Source: an optimization exercise on an open RTL-to-GDS flow (aim: small area and a short achievable clock period). Production flows keep margins and buffers that such runs may drop.
In this exercise RTL edits were held to simulation tests only and were not proved equivalent to the original.
Power and IR drop assume default switching activity.

==> flow/design.v <==
package fifo_async_pkg;
  localparam int unsigned GW = 32;
  function automatic int unsigned clog2(input int unsigned v);
    int unsigned r;
    r = 0;
    while ((32'd1 << r) < v) r = r + 1;
    clog2 = r;
  endfunction
  function automatic int unsigned min_w(input int unsigned a, input int unsigned b);
    min_w = (a < b) ? a : b;
  endfunction
  function automatic int unsigned max_w(input int unsigned a, input int unsigned b);
    max_w = (a > b) ? a : b;
  endfunction
  function automatic int unsigned depth_lanes(input int unsigned size_b, input int unsigned dw_n);
    depth_lanes = (size_b * 8) / dw_n;
  endfunction
  function automatic logic [GW-1:0] bin2gray(input logic [GW-1:0] b);
    bin2gray = b ^ (b >> 1);
  endfunction
  function automatic logic [GW-1:0] gray2bin(input logic [GW-1:0] g);
    logic [GW-1:0] b;
    b = g;
    for (int unsigned i = 1; i < GW; i = i + 1) b = b ^ (g >> i);
    gray2bin = b;
  endfunction
endpackage
module fifo_gray_sync #(
  parameter int unsigned W      = 4,
  parameter int unsigned STAGES = 2
) (
  input  logic         clk,
  input  logic         rst_n,
  input  logic [W-1:0] d_i,
  output logic [W-1:0] q_o
);
  logic [STAGES-1:0][W-1:0] sync_q;
  logic [STAGES-1:0][W-1:0] sync_d;
  always_comb begin
    sync_d = {sync_q[STAGES-2:0], d_i};
  end
  always_ff @(posedge clk) begin
    if (!rst_n) sync_q <= '0;
    else        sync_q <= sync_d;
  end
  assign q_o = sync_q[STAGES-1];
endmodule
module fifo_async_wc #(
  parameter int unsigned DW_W        = 64,
  parameter int unsigned DW_R        = 32,
  parameter int unsigned SIZE        = 2048,
  parameter int unsigned SYNC_STAGES = 2
) (
  input  logic                             clk_w,
  input  logic                             clk_r,
  input  logic                             rst_n,
  input  logic                             w_req,
  input  logic [DW_W-1:0]                  data_i,
  output logic                             full,
  input  logic                             r_req,
  output logic [DW_R-1:0]                  data_o,
  output logic                             empty,
  output logic [fifo_async_pkg::clog2(SIZE*8/DW_W):0] w_cnt,
  output logic [fifo_async_pkg::clog2(SIZE*8/DW_R):0] r_cnt
  ,
  output logic                             ovf,
  output logic                             udf
);
  localparam int unsigned DW_N    = fifo_async_pkg::min_w(DW_W, DW_R);
  localparam int unsigned RW      = DW_W / DW_N;
  localparam int unsigned RR      = DW_R / DW_N;
  localparam int unsigned LOG_RW  = fifo_async_pkg::clog2(RW);
  localparam int unsigned LOG_RR  = fifo_async_pkg::clog2(RR);
  localparam int unsigned LOG_C   = fifo_async_pkg::clog2(fifo_async_pkg::max_w(RW, RR));
  localparam int unsigned DEPTH_N = fifo_async_pkg::depth_lanes(SIZE, DW_N);
  localparam int unsigned AW      = fifo_async_pkg::clog2(DEPTH_N);
  localparam int unsigned PW      = AW + 1;
  localparam int unsigned CW      = PW - LOG_C;
  localparam int unsigned WCW     = PW - LOG_RW;
  localparam int unsigned RCW     = PW - LOG_RR;
  logic [PW-1:0]  wptr_q, wptr_d;
  logic [CW-1:0]  wgray_q, wgray_d;
  logic           full_q, full_d;
  logic [WCW-1:0] w_cnt_q, w_cnt_d;
  logic [CW-1:0]  rgray_sync;
  logic [PW-1:0]  rptr_sync_lanes;
  logic [PW-1:0]  w_used;
  logic           push_c;
  always_comb begin
    push_c          = w_req && !full_q;
    wptr_d          = push_c ? wptr_q + PW'(RW) : wptr_q;
    wgray_d         = CW'(fifo_async_pkg::bin2gray(fifo_async_pkg::GW'(wptr_d >> LOG_C)));
    rptr_sync_lanes = PW'(CW'(fifo_async_pkg::gray2bin(fifo_async_pkg::GW'(rgray_sync)))) << LOG_C;
    w_used          = wptr_d - rptr_sync_lanes;
    full_d          = (PW'(DEPTH_N) - w_used) < PW'(RW);
    w_cnt_d         = WCW'(w_used >> LOG_RW);
  end
  always_ff @(posedge clk_w) begin
    if (!rst_n) begin
      wptr_q  <= '0;
      wgray_q <= '0;
      full_q  <= 1'b0;
      w_cnt_q <= '0;
    end else begin
      wptr_q  <= wptr_d;
      wgray_q <= wgray_d;
      full_q  <= full_d;
      w_cnt_q <= w_cnt_d;
    end
  end
  logic [DW_N-1:0] lanes [DEPTH_N];
  for (genvar j = 0; j < DEPTH_N; j++) begin : g_lane
    localparam int unsigned OFF = (j % RW) * DW_N;
    logic [DW_N-1:0] lane_q;
    logic            lane_we_c;
    assign lane_we_c = rst_n && push_c &&
                       ((wptr_q[AW-1:0] >> LOG_RW) == AW'(j >> LOG_RW));
    always_ff @(posedge clk_w) begin
      if (lane_we_c) lane_q <= data_i[OFF +: DW_N];
    end
    assign lanes[j] = lane_q;
  end
  logic [PW-1:0]   rptr_q, rptr_d;
  logic [CW-1:0]   rgray_q, rgray_d;
  logic            empty_q, empty_d;
  logic [RCW-1:0]  r_cnt_q, r_cnt_d;
  logic [DW_R-1:0] data_o_q, data_o_d;
  logic [DW_R-1:0] rd_word_c;
  logic [CW-1:0]   wgray_sync;
  logic [PW-1:0]   wptr_sync_lanes;
  logic [PW-1:0]   r_avail;
  logic            pop_c;
  always_comb begin
    for (int unsigned i = 0; i < RR; i++) begin
      rd_word_c[i*DW_N +: DW_N] = lanes[rptr_q[AW-1:0] + AW'(i)];
    end
  end
  always_comb begin
    pop_c           = r_req && !empty_q;
    rptr_d          = pop_c ? rptr_q + PW'(RR) : rptr_q;
    rgray_d         = CW'(fifo_async_pkg::bin2gray(fifo_async_pkg::GW'(rptr_d >> LOG_C)));
    wptr_sync_lanes = PW'(CW'(fifo_async_pkg::gray2bin(fifo_async_pkg::GW'(wgray_sync)))) << LOG_C;
    r_avail         = wptr_sync_lanes - rptr_d;
    empty_d         = r_avail < PW'(RR);
    r_cnt_d         = RCW'(r_avail >> LOG_RR);
    data_o_d        = pop_c ? rd_word_c : data_o_q;
  end
  always_ff @(posedge clk_r) begin
    if (!rst_n) begin
      rptr_q   <= '0;
      rgray_q  <= '0;
      empty_q  <= 1'b1;
      r_cnt_q  <= '0;
      data_o_q <= '0;
    end else begin
      rptr_q   <= rptr_d;
      rgray_q  <= rgray_d;
      empty_q  <= empty_d;
      r_cnt_q  <= r_cnt_d;
      data_o_q <= data_o_d;
    end
  end
  fifo_gray_sync #(.W(CW), .STAGES(SYNC_STAGES)) u_sync_r2w (
    .clk   (clk_w),
    .rst_n (rst_n),
    .d_i   (rgray_q),
    .q_o   (rgray_sync)
  );
  fifo_gray_sync #(.W(CW), .STAGES(SYNC_STAGES)) u_sync_w2r (
    .clk   (clk_r),
    .rst_n (rst_n),
    .d_i   (wgray_q),
    .q_o   (wgray_sync)
  );
  assign full   = full_q;
  assign empty  = empty_q;
  assign w_cnt  = w_cnt_q;
  assign r_cnt  = r_cnt_q;
  assign data_o = data_o_q;
  logic ovf_q, ovf_d;
  logic udf_q, udf_d;
  always_comb begin
    ovf_d = ovf_q || (w_req && full_q);
    udf_d = udf_q || (r_req && empty_q);
  end
  always_ff @(posedge clk_w) begin
    if (!rst_n) ovf_q <= 1'b0;
    else        ovf_q <= ovf_d;
  end
  always_ff @(posedge clk_r) begin
    if (!rst_n) udf_q <= 1'b0;
    else        udf_q <= udf_d;
  end
  assign ovf = ovf_q;
  assign udf = udf_q;
endmodule
module fifo_wc_sync (
  input  logic        clk,
  input  logic        rst_n,
  input  logic        w_req,
  input  logic [63:0] data_i,
  output logic        full,
  input  logic        r_req,
  output logic [31:0] data_o,
  output logic        empty,
  output logic [5:0]  w_cnt,
  output logic [6:0]  r_cnt,
  output logic        ovf,
  output logic        udf
);
  fifo_async_wc #(.DW_W(64), .DW_R(32), .SIZE(256), .SYNC_STAGES(2)) u_fifo (
    .clk_w  (clk),
    .clk_r  (clk),
    .rst_n  (rst_n),
    .w_req  (w_req),
    .data_i (data_i),
    .full   (full),
    .r_req  (r_req),
    .data_o (data_o),
    .empty  (empty),
    .w_cnt  (w_cnt),
    .r_cnt  (r_cnt),
    .ovf    (ovf),
    .udf    (udf)
  );
endmodule
==> flow/run.sh <==
#!/bin/bash
# synth_recipe.tcl (not shown) runs the flow's synth.tcl, then flattens the netlist and writes it again
# the make line also repeats each setting of config.mk as NAME=value (left out here)
make -C /OpenROAD-flow-scripts/flow DESIGN_CONFIG=/design/flow/config.mk WORK_HOME=/design/flow/orfs CLKGATE_MAP_FILE= SYNTH_SCRIPT=/design/flow/synth_recipe.tcl finish
==> flow/config.mk <==
export PLATFORM = sky130hd
export DESIGN_NAME = fifo_wc_sync
export DESIGN_NICKNAME = fifo_wc_sync
export VERILOG_FILES = /design/flow/design.v
export SDC_FILE = /design/flow/constraint.sdc
export NUM_CORES = 4
export LEC_CHECK = 0
export CAP_MARGIN = 20
export CORE_MARGIN = 2
export CORE_UTILIZATION = 35
export SLEW_MARGIN = 20
==> flow/constraint.sdc <==
create_clock -name core_clock -period 5.0 [get_ports {clk}]
set_input_delay 1.0000 -clock core_clock [delete_from_list [all_inputs] [get_ports {clk}]]
set_output_delay 1.0000 -clock core_clock [all_outputs]
set_load 0.01 [all_outputs]
==> results.yml, run 1 <==
synthesis:
  synth_cells: 4485
  syn_avg_cell_area_um2: 17.6
  ys_seq_area_share_pct: 80.3
  ys_warn_count: 3
  synth.net_count: 4575
  synth-edff-count: 2048
  ys_ff_latch: 2143
  synthesis.area_um2: 78900
  async_flop_share_pct: 0
  yosysUniqueCellTypes: 81
  synth_ff_type: "edfxtp_1"
global_routing:
  grt_pass1_wl_mm: 432
  grt_use_total_pct: 27.6
  grt_max_degree: 65
  gr-total-overflow: 0
  antenna_found_initial: 25
  grt_pass1_vias: 48060
drt:
  vias: 52444
  drt.antenna.violating_nets: 0
  drtIter0Drc: 11370
  routed_wl_mm: 327
  wl_per_cell_um: 40.8
  dr.pass1.iters: 9
  viasPerCell: 6.54
  drc: 0
timing:
  setup_viol: 0
  fin_setup_tns_ps: 0
  slew-limit-headroom_pct: 9.65
  fmax_ghz: 0.218
  finalClockSkew_ps: 54.5
  finalCritPeriodShare_pct: 91.7
  drv_slew: 0
  min_period_ps: 4590
  rsz0062_at_grt: "false"
  hold_viol: 0
  worst_pin_slew_ps: 1350
floorplan:
  core-area_um2: 224000
  rows: 174
  die_x_um: 479
  io_pins: 117
  start_util_pct: 35.2
  design.die.area_um2: 229000
  die_h_um: 479
power_and_ir_drop:
  p_per_area_nw_per_um2: 391
  peakVddDrop_mv: 0.425
  leakage_nw: 30.0
clock_network:
  numCtsBuffers: 204
  clockBufferDepth: 3
  cts_hold_buf: 0
  clock-root-buffer: "clkbuf_16"
  cts_tree: "done"
  clkLatencyLatePin_ps: 880
  clock-sinks: 2143
  htree_levels: 4
  clk_pin_slew_worst_paths_ps: 70
  cts_resized: 0
  post_cts_buffers: 0
critical_path:
  crit_path_max_fanout: 18
  startpoint_type: "flip-flop"
  r2r_start: "u_fifo.rptr_q[1]$_SDFF_PN0_"
  worstSetupStartpoint: "u_fifo.rptr_q[1]$_SDFF_PN0_"
  crit_required_ps: 5760
  timing.rr.end: "u_fifo.data_o_q[30]$_SDFFE_PN0P_"
  worst_setup_path_end_kind: "flip-flop"
  regToRegSetupSlack_ps: 410
  r2r_cells: 10
  path_class: "flip-flop to flip-flop"
  critPathCapture: "u_fifo.data_o_q[30]$_SDFFE_PN0P_"
  arrival_ps: 5350
placement:
  hpwl_mm: 185
  io_buffer_count: 116
  place_congestion: 0.881
layout:
  final_core_util_pct: 41.5
  nets: 4929
  layout_commonest_cell: "edfxtp_1"
  areaGrowthSynthToFinish_pct: 17.9
  drive_above_1_share_pct: 15.1
  final_cell_mix: "edfxtp_1, a22oi_1, buf_4"
hold_path:
  hold_path.class: "flip-flop to flip-flop"
  min_delay_path_depth: 1
outcome:
  status: "finished clean"
flow_run:
  drv_cap: 0
-- layer usage --
layer | vias to the layer above | wire, µm | GRT usage [%]
met2 | 5427 | 140000 | 40.6
li1 | 19293 | - | -
met1 | 26723 | 115000 | 36.9
met3 | 991 | 52500 | 8.70
met5 | - | 112 | 0
met4 | 10 | 19500 | 13.7
-- logic make-up (layout without fill, tap and decap cells) --
kind of cell	count (synthesis)	count (layout)	share of synthesized area, %
DFF	2143	2143	80.3
AOI/OAI and AO/OA	1038	1038	10.2
and+or+nand+nor	910	910	6.48
buffers and inverters	287	810	1.58
xor gates and xnor gates	43	43	0.477
muxes	42	42	0.569
adders and majority gates	22	22	0.368
other	0	22	0
-- state kept, by name (all words and copies together) (netlist names) --
signal / flops
u_fifo.g_lane.lane_q: 2048
u_fifo.data_o_q: 32
u_fifo.u_sync_r2w.sync_q: 12
u_fifo.u_sync_w2r.sync_q: 12
u_fifo.rptr_q: 7
u_fifo.r_cnt_q: 6
u_fifo.w_cnt_q: 6
u_fifo.wptr_q: 6
u_fifo.rgray_q: 5
u_fifo.wgray_q: 5
u_fifo.empty_q: 1
u_fifo.full_q: 1
u_fifo.ovf_q: 1
u_fifo.udf_q: 1
-- synthesized netlist by cell type, drive strengths merged, types with 31 or more instances --
| cell | count | share of area (%) |
|---|---|---|
| buf | 91 | 0.65 |
| edfxtp | 2048 | 78 |
| nor2 | 107 | 0.51 |
| and3 | 210 | 1.7 |
| a22oi | 726 | 6.9 |
| nand3 | 126 | 0.80 |
| nand2 | 99 | 0.47 |
| a22o | 39 | 0.43 |
| nand4 | 124 | 0.98 |
| nor4 | 38 | 0.30 |
| clkbuf | 169 | 0.80 |
| and2 | 72 | 0.57 |
| a2111oi | 72 | 0.89 |
| nor3 | 31 | 0.20 |
| dfxtp | 95 | 2.4 |
| a21oi | 37 | 0.23 |
-- where the power goes --
part           switching [mW]  internal (mW)  leakage, nW
clock                    6.92           8.52         3.18
sequential             0.0612           19.8         19.2
combinational           0.803          0.303         7.61
total                    7.78           28.6         30.0
-- area by class of cell --
type                       instances  area, µm²
inverter                          27        101
tap                             2992       3740
antenna                           22       55.1
clock buffer                     269       5530
clock inverter                   106       1010
sequential                      2143      63400
fill                           19740     131000
multi-input combinational       2055      15000
timing repair buffer             408       4190
-- through the flow --
step	total power, mW	setup slack (ps)	instances	area [µm²]	hold slack, ps
finish	36.4	413	8022	93100	435
global route	37.0	455	8001	93000	442
CTS	36.3	420	7997	93000	438
detailed placement	21.3	450	7622	86500	419
global placement	21.3	443	7615	86400	418
floorplan	20.6	31.7	4485	79000	412
-- worst min-delay path by stage --
stage,start,end,slack [ps]
after floorplan,u_fifo.rgray_q[0]$_SDFF_PN0_,u_fifo.u_sync_r2w.sync_q[0]$_SDFF_PN0_,410
after global placement,u_fifo.u_sync_w2r.sync_q[1]$_SDFF_PN0_,u_fifo.u_sync_w2r.sync_q[7]$_SDFF_PN0_,420
after detailed placement,u_fifo.u_sync_w2r.sync_q[4]$_SDFF_PN0_,u_fifo.u_sync_w2r.sync_q[10]$_SDFF_PN0_,420
after CTS,u_fifo.u_sync_w2r.sync_q[1]$_SDFF_PN0_,u_fifo.u_sync_w2r.sync_q[7]$_SDFF_PN0_,440
after global routing,u_fifo.u_sync_w2r.sync_q[1]$_SDFF_PN0_,u_fifo.u_sync_w2r.sync_q[7]$_SDFF_PN0_,440
final,u_fifo.wgray_q[1]$_SDFF_PN0_,u_fifo.u_sync_w2r.sync_q[1]$_SDFF_PN0_,430
-- worst max-delay path, stage by stage (launching register included) --
cell and delay [ps]:
dfxtp_1 500, inv_1 220, ha_2 420, buf_4 300, and3b_2 590, and3_1 360
a2111oi_0 990, nand3_1 170, nor4_1 470, a21boi_0 160, a221o_1 300
==> run 2, diff against run 1 <==
==> flow/design.v (replaced) <==
package fifo_async_pkg;
  localparam int unsigned GW = 32;
endpackage
module fifo_wc_sync (
  input  logic        clk,
  input  logic        rst_n,
  input  logic        w_req,
  input  logic [63:0] data_i,
  output logic        full,
  input  logic        r_req,
  output logic [31:0] data_o,
  output logic        empty,
  output logic [5:0]  w_cnt,
  output logic [6:0]  r_cnt,
  output logic        ovf,
  output logic        udf
);
  logic [5:0] wp_q, w1_q, ws_q, r1_q, rs_q;
  logic [6:0] rp_q;
  logic       full_q, empty_q, ovf_q, udf_q;
  logic [5:0] w_cnt_q;
  logic [6:0] r_cnt_q;
  logic [31:0] data_o_q;
  logic push, pop;
  logic [5:0] wp_d;
  logic [6:0] rp_d;
  logic [5:0] used_d;
  logic [6:0] avail_d;
  assign push    = w_req && !full_q;
  assign pop     = r_req && !empty_q;
  assign wp_d    = wp_q + {5'd0, push};
  assign rp_d    = rp_q + {6'd0, pop};
  assign used_d  = wp_d - rs_q;
  assign avail_d = {ws_q, 1'b0} - rp_d;
  always_ff @(posedge clk) begin
    if (!rst_n) begin
      wp_q     <= '0;
      rp_q     <= '0;
      w1_q     <= '0;
      ws_q     <= '0;
      r1_q     <= '0;
      rs_q     <= '0;
      full_q   <= 1'b0;
      empty_q  <= 1'b1;
      w_cnt_q  <= '0;
      r_cnt_q  <= '0;
      ovf_q    <= 1'b0;
      udf_q    <= 1'b0;
      data_o_q <= '0;
    end else begin
      wp_q     <= wp_d;
      rp_q     <= rp_d;
      w1_q     <= wp_q;
      ws_q     <= w1_q;
      r1_q     <= rp_q[6:1];
      rs_q     <= r1_q;
      full_q   <= (used_d == 6'd32);
      empty_q  <= (avail_d == 7'd0);
      w_cnt_q  <= used_d;
      r_cnt_q  <= avail_d;
      ovf_q    <= ovf_q || (w_req && full_q);
      udf_q    <= udf_q || (r_req && empty_q);
      if (pop) data_o_q <= rd_word;
    end
  end
  logic [31:0] lane_q [64];
  logic [31:0] rd_word;
  for (genvar j = 0; j < 32; j++) begin : g_row
    logic row_we;
    assign row_we = !full_q && (wp_q[4:0] == 5'(j));
    always_ff @(posedge clk) begin
      if (row_we) begin
        lane_q[2*j]   <= data_i[31:0];
        lane_q[2*j+1] <= data_i[63:32];
      end
    end
  end
  always_comb begin
    rd_word = '0;
    for (int i = 0; i < 64; i++)
      rd_word = rd_word | (lane_q[i] & {32{rp_q[5:0] == 6'(i)}});
  end
  assign full   = full_q;
  assign empty  = empty_q;
  assign w_cnt  = w_cnt_q;
  assign r_cnt  = r_cnt_q;
  assign data_o = data_o_q;
  assign ovf    = ovf_q;
  assign udf    = udf_q;
endmodule
==> results.yml, run 2 <==
clock_network:
  cts_hold_buf: 0
  numCtsBuffers: 202
  clock-sinks: 2133
  clkLatencyLatePin_ps: 890
  post_cts_buffers: 0
  clk_pin_slew_worst_paths_ps: 60
  cts_tree: "done"
  cts_resized: 0
  clockBufferDepth: 3
  clock-root-buffer: "clkbuf_16"
  htree_levels: 4
floorplan:
  core-area_um2: 220000
  die_h_um: 474
  design.die.area_um2: 225000
  die_x_um: 474
  rows: 172
  start_util_pct: 35.2
  io_pins: 117
timing:
  fmax_ghz: 0.238
  worst_pin_slew_ps: 1240
  finalWorstSetupSlack_ps: 794
  setup_viol: 0
  finalCritPeriodShare_pct: 84.1
  rsz0062_at_grt: "false"
  hold_viol: 0
  fin_setup_tns_ps: 0
  drv_slew: 0
  min_period_ps: 4210
  slew-limit-headroom_pct: 17.6
  finalClockSkew_ps: 98.5
global_routing:
  grt_use_total_pct: 27.7
  antenna_found_initial: 27
  grt_pass1_vias: 46704
  gr-total-overflow: 0
  grt_max_degree: 66
  grt_pass1_wl_mm: 423
layout:
  areaGrowthSynthToFinish_pct: 17.7
  nets: 4752
  final_cell_mix: "edfxtp_1, a22oi_1, and3_1"
  largest_register_ff_count: 2048
  layout_commonest_cell: "edfxtp_1"
  fillers: 19566
  drive_above_1_share_pct: 14.6
  top_register: "lane_q"
  top_regs: "lane_q (2048), data_o_q (32), r_cnt_q (7)"
  fin_cells: 7809
  fin_area_um2: 91200
placement:
  io_buffer_count: 116
  dp_cells: 7416
  hpwl_mm: 178
  place_congestion: 0.866
  place_ws_ps: 1040
  dpl_cell_area_um2: 84500
synthesis:
  synth_ff_type: "edfxtp_1"
  yosys-top-cells-area: "edfxtp_1, a22oi_1, dfxtp_1"
  ys_top_cells_by_count: "edfxtp_1, a22oi_1, and3_1, clkbuf_1, nand2_1"
  yosysTopAreaCell: "edfxtp_1"
  synthesis.area_um2: 77500
  synth.top_cell.area_share_pct: 79.4
  synth-edff-count: 2048
  post-synth-top-count-cell: "edfxtp_1"
  synth_cells: 4338
  ys_warn_count: 2
  async_flop_share_pct: 0
  ys_ff_latch: 2133
  yosysUniqueCellTypes: 67
  syn_avg_cell_area_um2: 17.9
  ys_seq_area_share_pct: 81.6
  synth.net_count: 4423
critical_path:
  arrival_ps: 4920
  crit_required_ps: 5710
  worst_setup_path_end_kind: "flip-flop"
  startpoint_type: "flip-flop"
  crit_path_max_fanout: 29
  path_class: "flip-flop to flip-flop"
power_and_ir_drop:
  peakVddDrop_mv: 0.344
  p_per_area_nw_per_um2: 416
  leakage_nw: 29.3
  p_total_mw: 37.9
flow_run:
  drv_cap: 0
drt:
  drtIter0Drc: 11101
  routed_wl_mm: 319
  dr.pass1.iters: 6
  vias: 50965
  viasPerCell: 6.53
  drc: 0
  drt.antenna.violating_nets: 0
  wl_per_cell_um: 40.9
outcome:
  status: "finished clean"
hold_path:
  hold_path.class: "flip-flop to flip-flop"
## run 2: cell types whose count changed after synthesis, moves of 17 or more
cell,delta
clkbuf_1,-44
and3_1,+35
buf_2,+32
and2_1,-28
a221o_1,-27
mux2i_1,-27
nand4_1,-26
a22oi_1,+23
a31oi_1,+23
nand2_1,+22
nor3_1,-21
a221oi_1,+20
nor4_1,+17
o21ai_0,+17
## run 2: cell families (layout without fill, tap and decap cells)
| group | Yosys count | count (layout) | synth area share (%) |
|---|---|---|---|
| other | 0 | 15 | 0 |
| XOR/XNOR | 18 | 18 | 0.204 |
| flip-flops | 2133 | 2133 | 81.6 |
| buffers and inverters | 264 | 762 | 1.51 |
| adder cells (fa/ha/maj) | 17 | 17 | 0.294 |
| AND/OR/NAND/NOR | 870 | 870 | 6.33 |
| AO/OA/AOI/OAI | 1035 | 1035 | 10.1 |
| multiplexers | 1 | 1 | 0.0129 |
## run 2: power breakdown
group / switching [mW] / total [mW] / internal, mW / leakage (nW)
Clock: 6.91 / 15.6 / 8.66 / 3.22
Sequential: 0.190 / 20.1 / 19.9 / 19.2
Combinational: 1.61 / 2.24 / 0.635 / 6.92
Total: 8.71 / 37.9 / 29.2 / 29.3
## run 2: final timing paths
| kind | start | end | slack [ps] | cells after the start |
|---|---|---|---|---|
| hold / removal | w1_q[0]$_SDFF_PN0_ | ws_q[0]$_SDFF_PN0_ | 410 | 1 |
| hold reg to reg | w1_q[0]$_SDFF_PN0_ | ws_q[0]$_SDFF_PN0_ | 410 | 1 |
| setup / recovery | rp_q[1]$_SDFF_PN0_ | data_o_q[30]$_SDFFE_PN0P_ | 790 | 7 |
| setup reg to reg | rp_q[1]$_SDFF_PN0_ | data_o_q[30]$_SDFFE_PN0P_ | 790 | 7 |
## run 2: metal layers
layer | vias up | global-route usage (%) | wire [µm]
met5 | - | 0.0649 | 115
met4 | 18 | 12.8 | 17700
met3 | 989 | 9.06 | 53100
met2 | 5226 | 40.0 | 135000
met1 | 26038 | 37.9 | 113000
li1 | 18694 | - | -
## run 2: area by class of cell
type,count,area [µm²],share of cell area [%]
tap,2958,3700,4.06
clock buffer,274,5530,6.06
sequential,2133,63200,69.3
multi-input combinational,1941,14000,15.3
antenna,15,37.5,0.0412
clock inverter,99,1130,1.24
timing repair buffer,375,3600,3.94
inverter,14,52.6,0.0576
## run 2: critical path, cell delays in order, from the launching register on
cell,delay [ps]
dfxtp_1,1090
nand4bb_1,640
nor2_4,1010
buf_4,590
a22oi_1,120
nand3_1,210
nor4_1,160
a41oi_1,180
## run 2: per-stage QoR
| stage | hold WS, ps | utilization (%) |
|---|---|---|
| final | 410 | 41.5 |
| after global routing | 437 | 41.4 |
| after CTS | 431 | 41.4 |
| after detailed placement | 420 | 38.4 |
| after global placement | 415 | 38.4 |
| after floorplan | 412 | - |
==> run 3, diff against run 2 <==
==> flow/design.v (replaced) <==
package fifo_async_pkg;
  localparam int unsigned GW = 32;
endpackage
module fifo_wc_sync (
  input  logic        clk,
  input  logic        rst_n,
  input  logic        w_req,
  input  logic [63:0] data_i,
  output logic        full,
  input  logic        r_req,
  output logic [31:0] data_o,
  output logic        empty,
  output logic [5:0]  w_cnt,
  output logic [6:0]  r_cnt,
  output logic        ovf,
  output logic        udf
);
  logic [5:0]  wp_q, w1_q, ws_q, r1_q, rs_q;
  logic [6:0]  rp_q;
  logic        full_q, empty_q, ovf_q, udf_q;
  logic [5:0]  w_cnt_q;
  logic [6:0]  r_cnt_q;
  logic [31:0] data_o_q;
  logic        rs_step_q, ws_step_q;
  logic push, pop;
  assign push = w_req && !full_q;
  assign pop  = r_req && !empty_q;
  logic [5:0] used0, used1;
  assign used0 = w_cnt_q - {5'd0, rs_step_q};
  assign used1 = used0 + 6'd1;
  logic [6:0] avail0, avail1;
  assign avail0 = r_cnt_q + {5'd0, ws_step_q, 1'b0};
  assign avail1 = avail0 - 7'd1;
  logic [31:0] rd_word;
  always_ff @(posedge clk) begin
    if (!rst_n) begin
      wp_q      <= '0;
      rp_q      <= '0;
      w1_q      <= '0;
      ws_q      <= '0;
      r1_q      <= '0;
      rs_q      <= '0;
      rs_step_q <= 1'b0;
      ws_step_q <= 1'b0;
      full_q    <= 1'b0;
      empty_q   <= 1'b1;
      w_cnt_q   <= '0;
      r_cnt_q   <= '0;
      ovf_q     <= 1'b0;
      udf_q     <= 1'b0;
      data_o_q  <= '0;
    end else begin
      wp_q      <= wp_q + {5'd0, push};
      rp_q      <= rp_q + {6'd0, pop};
      w1_q      <= wp_q;
      ws_q      <= w1_q;
      r1_q      <= rp_q[6:1];
      rs_q      <= r1_q;
      rs_step_q <= r1_q[0] ^ rs_q[0];
      ws_step_q <= w1_q[0] ^ ws_q[0];
      full_q    <= push ? (used0 == 6'd31) : (used0 == 6'd32);
      w_cnt_q   <= push ? used1 : used0;
      empty_q   <= pop ? (avail0 == 7'd1) : (avail0 == 7'd0);
      r_cnt_q   <= pop ? avail1 : avail0;
      ovf_q     <= ovf_q || (w_req && full_q);
      udf_q     <= udf_q || (r_req && empty_q);
      if (pop) data_o_q <= rd_word;
    end
  end
  logic [31:0] lane_q [64];
  for (genvar j = 0; j < 32; j++) begin : g_row
    logic row_we;
    assign row_we = !full_q && (wp_q[4:0] == 5'(j));
    always_ff @(posedge clk) begin
      if (row_we) begin
        lane_q[2*j]   <= data_i[31:0];
        lane_q[2*j+1] <= data_i[63:32];
      end
    end
  end
  logic [63:0] rsel_q;
  always_ff @(posedge clk) begin
    if (!rst_n)   rsel_q <= 64'd1;
    else if (pop) rsel_q <= {rsel_q[62:0], rsel_q[63]};
  end
  always_comb begin
    rd_word = '0;
    for (int i = 0; i < 64; i++)
      rd_word = rd_word | (lane_q[i] & {32{rsel_q[i]}});
  end
  assign full   = full_q;
  assign empty  = empty_q;
  assign w_cnt  = w_cnt_q;
  assign r_cnt  = r_cnt_q;
  assign data_o = data_o_q;
  assign ovf    = ovf_q;
  assign udf    = udf_q;
endmodule
==> flow/flow/run.sh (new file) <==
#!/bin/bash
# The standard layout, with port buffers of a fixed strong cell and free cell resizing
# (resizing may change a cell's footprint, so the delay-cell port buffers can be replaced).
set -euo pipefail
bash standard.sh MATCH_CELL_FOOTPRINT=0 \
  "BUFFER_PORTS_ARGS=-buffer_cell sky130_fd_sc_hd__buf_4" finish > standard.log 2>&1
==> flow/standard.sh (new file) <==
#!/bin/bash
# synth_recipe.tcl (not shown) runs the flow's synth.tcl, then flattens the netlist and writes it again
# the make line also repeats each setting of config.mk as NAME=value (left out here)
make -C /OpenROAD-flow-scripts/flow DESIGN_CONFIG=/design/flow/config.mk WORK_HOME=/design/flow/orfs CLKGATE_MAP_FILE= SYNTH_SCRIPT=/design/flow/synth_recipe.tcl "${@:-finish}"
--- a/flow/config.mk
+++ b/flow/config.mk
@@ -8,4 +8,7 @@
 export CAP_MARGIN = 20
 export CORE_MARGIN = 2
-export CORE_UTILIZATION = 35
+export CORE_UTILIZATION = 65
+export CTS_CLUSTER_DIAMETER = 80
+export CTS_CLUSTER_SIZE = 30
+export SETUP_SLACK_MARGIN = 3.0
 export SLEW_MARGIN = 20
removed: flow/run.sh
==> results.yml, run 3 <==
outcome:
  status: "finished clean"
floorplan:
  core-area_um2: 118000
  io_pins: 117
  die_h_um: 349
  design.die.area_um2: 122000
  rows: 126
  die_x_um: 349
  start_util_pct: 65.6
placement:
  hpwl_mm: 142
  place_ws_ps: 2110
  dpl_cell_area_um2: 80600
  dp_cells: 5710
  place_congestion: 0.834
  io_buffer_count: 116
synthesis:
  synth-edff-count: 2048
  ys_seq_area_share_pct: 82.6
  async_flop_share_pct: 0
  yosysTopAreaCell: "edfxtp_1"
  synth.net_count: 4314
  ys_ff_latch: 2174
  synth.top_cell.area_share_pct: 79.4
  ys_top_cells_by_count: "edfxtp_1, a22oi_1, nand4_1, clkbuf_1, nand2_1"
  post-synth-top-count-cell: "edfxtp_1"
  synthesis.area_um2: 77500
  ys_warn_count: 2
  yosys-top-cells-area: "edfxtp_1, a22oi_1, dfxtp_1"
  synth_ff_type: "edfxtp_1"
  yosysUniqueCellTypes: 50
  syn_avg_cell_area_um2: 18.3
  synth_cells: 4236
clock_network:
  clkLatencyLatePin_ps: 740
  clockBufferDepth: 3
  clock-root-buffer: "clkbuf_16"
  clk_pin_slew_worst_paths_ps: 120
  cts_hold_buf: 0
  cts_tree: "done"
  htree_levels: 3
  numCtsBuffers: 86
  clock-sinks: 2174
critical_path:
  path_buf_inv: 1
  crit_path_max_fanout: 2
  crit_slowest_cell: "dfxtp_4"
  crit_family: "flip-flops"
  crit_required_ps: 4000
  arrival_ps: 1370
  path_class: "flip-flop to output pin"
  slowest_delay_ps: 490
  worst_setup_path_end_kind: "output pin"
  cp.depth: 1
  crit_path_cell_trace: "buf_6"
  startpoint_type: "flip-flop"
  r2r_cells: 5
power_and_ir_drop:
  combPwrFrac_pct: 6.2
  p_sw_share_pct: 22.6
  p_int_mw: 24.4
  clkPwrFrac_pct: 29.1
  p_switching_mw: 7.11
  leakage_nw: 27.1
  p_per_area_nw_per_um2: 358
  peakVddDrop_mv: 0.331
  seq_power_share_pct: 64.7
layout:
  fin_cells: 6198
  top_regs: "lane_q (2048), rsel_q (64), data_o_q (32)"
  drive_above_1_share_pct: 18.7
  fin_area_um2: 87900
  final_core_util_pct: 74.4
  final_cell_mix: "edfxtp_1, a22oi_1, buf_4"
  largest_register_ff_count: 2048
  layout_commonest_cell: "edfxtp_1"
  areaGrowthSynthToFinish_pct: 13.4
  top_register: "lane_q"
  nets: 4622
  fillers: 6893
timing:
  worst_pin_slew_ps: 1110
  min_period_ps: 2370
  finalClockSkew_ps: 25.8
  slew-limit-headroom_pct: 26.3
  fmax_ghz: 0.422
  rsz0062_at_grt: "true"
  fin_setup_tns_ps: 0
  setup_viol: 0
  finalCritPeriodShare_pct: 47.4
  drv_slew: 0
  finalWorstSetupSlack_ps: 2630
  hold_viol: 0
drt:
  viasPerCell: 8.33
  routed_wl_mm: 312
  wl_per_cell_um: 50.3
  dr.pass1.iters: 9
  drc: 0
  vias: 51612
  drt.antenna.violating_nets: 0
  drtIter0Drc: 11770
global_routing:
  antenna_found_initial: 22
  grt_max_degree: 84
  grt_pass1_wl_mm: 403
  gr-total-overflow: 0
  grt_use_total_pct: 50.3
  grt_pass1_vias: 45831
flow_run:
  drv_cap: 0
hold_path:
  min_delay_path_depth: 2
  hold_path.class: "flip-flop to flip-flop"
## run 3: cell types whose count changed after synthesis, moves of 42 or more
cell / before / now
nand3_1: 118 / 30
nor2_1: 97 / 54
clkbuf_1: 125 / 167
a22o_1: 35 / 85
nand4_1: 98 / 204
and3_1: 242 / 33
a21oi_1: 43 / 133
a2111oi_0: 73 / 0
## run 3: path summary, 6_finish.rpt
kind,start,slack [ps],end
setup / recovery,data_o_q[3]$_SDFFE_PN0P_,2630,data_o[3]
hold / removal,ovf_q$_SDFF_PN0_,490,ovf_q$_SDFF_PN0_
setup reg to reg,full_q$_SDFF_PN0_,2840,lane_q[59][12]$_DFFE_PP_
hold reg to reg,ovf_q$_SDFF_PN0_,490,ovf_q$_SDFF_PN0_
## run 3: cell type report
cell class	instances	area [µm²]	share of cell area, %
multi-input cells	1757	12800	14.5
flip-flops and latches	2174	64400	73.3
inverters	10	50.0	0.0570
well taps	1536	1920	2.19
clock buffers	138	2440	2.78
clock inverters	22	251	0.286
diodes	46	115	0.131
repair buffers	515	5930	6.74
## run 3: logic make-up (layout without fill, tap and decap cells)
group	after synthesis	in the layout	share of synthesized area, %
xor gates and xnor gates	19	19	0.224
and+or+nand+nor	555	557	3.83
adders and majority gates	10	10	0.161
buffers and inverters	307	685	1.84
muxes	3	3	0.0388
AOI/OAI and AO/OA	1168	1168	11.3
DFF	2174	2174	82.6
other	0	46	0
## run 3: metal layers
metal  share of wire, %  track usage [%]  vias up
met5              0.021            0.800        -
met4                7.5             31.2       10
met3                 19             18.4     1400
met2                 42             70.1     6247
met1                 31             67.9    25704
li1                   -                -    18251
## run 3: power by group through the flow
stage / combinational, mW / clock [mW] / sequential (mW)
after detailed placement: 1.41 / 0 / 20.8
after global placement: 1.39 / 0 / 20.8
after CTS: 1.70 / 9.02 / 20.4
after floorplan: 0.635 / 0 / 20.7
final: 1.96 / 9.16 / 20.4
after global routing: 1.99 / 9.59 / 20.4
## run 3: metrics by stage
stage                     hold WS [ps]  power [mW]
final                              488        31.5
after global routing               513        32.0
after CTS                          492        31.1
after detailed placement           466        22.2
after global placement             453        22.2
after floorplan                    451        21.3
## run 3: what timing repair did
item	CTS	global route
endpoints found under the setup margin	1847	570
setup buffers	191	73
cloned	6	12
hold endpoints to repair	0	0
resized for setup	314	81
pin swaps	28	23

re-timing with driven ports:
The flow's constraints put no driver on any port. The routed layouts listed below were extracted and timed again, unchanged, in two steps.
Step 1 sets driving cells, clkbuf_16 on the clock port and buf_2 on the other inputs (assumed; they add their load-dependent delay and slew).
Step 2 moves the port delays by t, midway between the first and last clock arrival at a register: inputs arrive t later, outputs are due t later. That takes back most of the time a late clock gives input paths.
Three values: ideal, step 1, step 2; two values: the first two.
run	t, ns	slack for setup (ns)	clock arrival spread, ns	worst slew at a driven data input, ns
run 1	0.941	0.413 / 0.413 / 0.413	0.064 / 0.064	0.16
run 2	0.928	0.794 / 0.794 / 0.794	0.098 / 0.098	0.16
run 3	0.805	2.632 / 2.555 / 2.311	0.033 / 0.033	0.20
After both steps every run listed still meets setup and hold. For run 3, which loses most, drivers alone change the setup slack by -0.077 ns; drivers and shift together by -0.321 ns.
